This is an optimization exercise on Yosys and OpenROAD, whose aim is small area and a short achievable clock period, not a production implementation.

==> flow/design.v (excerpt) <==
module fp_module (
    input  logic                     i_clk,
    input  logic                     i_rst,
    input  fp_format_pkg::fp_word_t  i_data_r1,
    input  fp_format_pkg::fp_word_t  i_data_r2,
    input  logic [5-1:0]      i_alu_ctrl,
    output fp_format_pkg::fp_word_t  o_data,
    output logic                     o_invalid
);
clock: 17.0 ns
lec_check: 0
abc_area: 1
cap_margin: 20
core_margin: 2
core_utilization: 40
setup_slack_margin: 4.5
slew_margin: 20
standard.sh (not shown) runs the stock make flow with config.mk's settings and CLKGATE_MAP_FILE= SYNTH_SCRIPT=/design/flow/synth_recipe.tcl, a recipe that flattens the netlist after the stock synthesis.
==> flow/flow/run.sh <==
#!/bin/bash
set -euo pipefail
export BUFFER_PORTS_ARGS="-buffer_cell sky130_fd_sc_hd__buf_1"
R=orfs/results/sky130hd/fp_module/base
bash standard.sh synth > standard_synth.log 2>&1
cp $R/1_2_yosys.v yosys_netlist_standard.v
python3 flow/fixpol.py yosys_netlist_standard.v $R/1_2_yosys.v > fixpol.log 2>&1
rm -f $R/1_synth.odb $R/1_synth.sdc
bash standard.sh finish > standard_flow.log 2>&1
Other scripts of this flow, unchanged in this note and not shown: flow/flow/fixpol.py
Edit:
--- a/flow/design.v
+++ b/flow/design.v
@@ -9,55 +9,23 @@
 package fp_op_pkg;
     typedef enum logic [5-1:0] {
         FP_FSUB   = 5'b01010,
         FP_FMUL   = 5'b01011,
         FP_FCLASS = 5'b01111
     } fp_op_e;
     typedef logic [32-1:0] fp_class_t;
 endpackage
-module fp_add_sk #(
-    parameter int W = 48,
-    parameter int L = 6      
-) (
-    input  logic [W-1:0] i_a,
-    input  logic [W-1:0] i_b,
-    input  logic         i_cin,
-    output logic [W-1:0] o_sum
-);
-    logic [W-1:0] p;
-    logic [W-1:0] g [0:L];
-    logic [W-1:0] t [0:L];
-    assign p    = i_a ^ i_b;
-    assign g[0] = (i_a & i_b) | {{(W-1){1'b0}}, p[0] & i_cin};
-    assign t[0] = p;
-    genvar l, i;
-    generate
-        for (l = 0; l < L; l++) begin : g_lv
-            for (i = 0; i < W; i++) begin : g_bit
-                if (((i >> l) & 1) == 1) begin : g_merge
-                    localparam int J = ((i >> l) << l) - 1;
-                    assign g[l+1][i] = g[l][i] | (t[l][i] & g[l][J]);
-                    assign t[l+1][i] = t[l][i] & t[l][J];
-                end else begin : g_pass
-                    assign g[l+1][i] = g[l][i];
-                    assign t[l+1][i] = t[l][i];
-                end
-            end
-        end
-    endgenerate
-    assign o_sum = p ^ {g[L][W-2:0], i_cin};
-endmodule
 module fp_ones_below #(
-    parameter int W = 24,
-    parameter int L = 5      
+    parameter int W = 24
 ) (
     input  logic [W-2:0] i_bits,
     output logic [W-1:0] o_ones
 );
+    localparam int L = $clog2(W);
     logic [W-1:0] lv [0:L];
     assign lv[0] = {i_bits, 1'b1};
     genvar l, i;
     generate
         for (l = 0; l < L; l++) begin : g_lv
             for (i = 0; i < W; i++) begin : g_bit
                 if (((i >> l) & 1) == 1) begin : g_and
                     assign lv[l+1][i] = lv[l][i] & lv[l][((i >> l) << l) - 1];
@@ -84,17 +52,17 @@
     logic        carry;
     logic        ovf;
     logic        unf;
     logic        normal;
     logic [7:0]  exp_out;
     logic [7:0]  exp_p1;
     assign frac     = i_norm_sig[25:3];
     assign round_up = i_norm_sig[2] & (i_norm_sig[1] | i_norm_sig[0] | frac[0]);
-    fp_ones_below #(.W(24), .L(5)) u_ones (.i_bits(frac), .o_ones(ones_below));
+    fp_ones_below #(.W(24)) u_ones (.i_bits(frac), .o_ones(ones_below));
     assign frac_inc = {1'b0, frac} ^ ({24{round_up}} & ones_below);
     assign carry    = round_up & ones_below[23];
     assign ovf    = ~i_norm_zero & ~i_norm_exp[9] & (i_norm_exp[8] | (&i_norm_exp[7:0]));
     assign unf    = ~i_norm_zero & (i_norm_exp[9] | (i_norm_exp[8:0] == 9'd0));
     assign normal = ~i_norm_zero & ~ovf & ~unf;
     assign exp_p1  = i_norm_exp[7:0] + 8'd1;
     assign exp_out = carry ? exp_p1 : i_norm_exp[7:0];
     assign o_result = normal ? {i_norm_sign, exp_out, frac_inc[22:0]} :
@@ -137,22 +105,17 @@
         for (k = 0; k < 5; k++) begin : g_align
             localparam int S = 1 << (4 - k);
             assign sh[k+1] = exp_diff[4-k] ? (sh[k] >> S) : sh[k];
             assign st[k+1] = st[k] | (exp_diff[4-k] & (|sh[k][S-1:0]));
         end
     endgenerate
     assign far      = |exp_diff[7:5];
     assign small_al = far ? {26'd0, |sig_small} : {sh[5][26:1], sh[5][0] | st[5]};
-    fp_add_sk #(.W(28), .L(5)) u_add (
-        .i_a   ({1'b0, sig_big, 3'b000}),
-        .i_b   ({1'b0, small_al} ^ {28{eff_sub}}),
-        .i_cin (eff_sub),
-        .o_sum (mag)
-    );
+    assign mag = {1'b0, sig_big, 3'b000} + ({1'b0, small_al} ^ {28{eff_sub}}) + {27'd0, eff_sub};
     always_comb begin
         lz = 5'd27;
         for (int i = 0; i < 28; i++) begin
             if (mag[i]) lz = 5'(27 - i);
         end
     end
     assign norm = mag << lz;
     assign o_norm_zero = (mag == 28'd0);
@@ -2088,17 +2051,17 @@
     assign s939 = c766 ^ s849 ^ c848;
     assign c940 = (c766 & s849) | (c766 & c848) | (s849 & c848);
     assign s941 = 1'b1 ^ s851 ^ c850;
     assign c942 = (1'b1 & s851) | (1'b1 & c850) | (s851 & c850);
     assign s943 = pp323 ^ pp348 ^ c852;
     assign c944 = (pp323 & pp348) | (pp323 & c852) | (pp348 & c852);
     assign row_x = {s943, s941, s939, s937, s935, s933, s931, s929, s927, s925, s923, s921, s919, s917, s915, s913, s911, s909, s907, s905, s903, s901, s899, s897, s895, s893, s891, s889, s887, s885, s883, s881, s879, s877, s875, s873, s871, s869, s867, s865, s863, s861, s859, s857, s855, pp54, pp2, pp1};
     assign row_y = {c942, c940, c938, c936, c934, c932, c930, c928, c926, c924, c922, c920, c918, c916, c914, c912, c910, c908, c906, c904, c902, c900, c898, c896, c894, c892, c890, c888, c886, c884, c882, c880, c878, c876, c874, c872, c870, c868, c866, c864, c862, c860, c858, c856, c854, s853, 1'b0, pp27};
-    fp_add_sk #(.W(48), .L(6)) u_cpa (.i_a(row_x), .i_b(row_y), .i_cin(1'b0), .o_sum(p));
+    assign p = row_x + row_y;
 endmodule
 module fp_mul (
     input  logic [31:0] i_a,
     input  logic [31:0] i_b,
     output logic        o_norm_sign,
     output logic [9:0]  o_norm_exp,
     output logic [26:0] o_norm_sig,
     output logic        o_norm_zero
Outcome:
- cell count is higher by 0.64%
- setup slack improves by 170 ps
- final area is lower by 0.67%
- die area is higher by 0.92%
- fmax is higher by 1.4%
- count of clock-buffer cells in the layout is lower by 2
Function was not checked in any run of this note: the RTL went through the layout flow alone.

## separate check: timing with driven ports
In the flow no input, the clock included, has a driving cell. The finished layouts below were timed again as built, in two steps. Step 1: set_driving_cell puts a clkbuf_16 on i_clk and a buf_2 on each other input, an assumption about the parent block. Step 2 also shifts input and output timing later by t, the mid clock arrival at the registers, as if the neighbouring blocks saw the same clock. a / b / c = ideal ports / drivers / drivers and shift; a / b = the first two.
run	t (ns)	setup WS [ns]	worst setup path at the end	worst slew at a driven data input, ns
the first run	0.311	4.898 / 4.900 / 4.589	input to register	0.10
the second run	0.310	5.065 / 5.039 / 4.729	input to register	0.15
After both steps setup and hold are still met in every run listed. For the second run, which loses most, drivers alone change the setup slack by -0.026 ns; drivers and shift together by -0.336 ns.
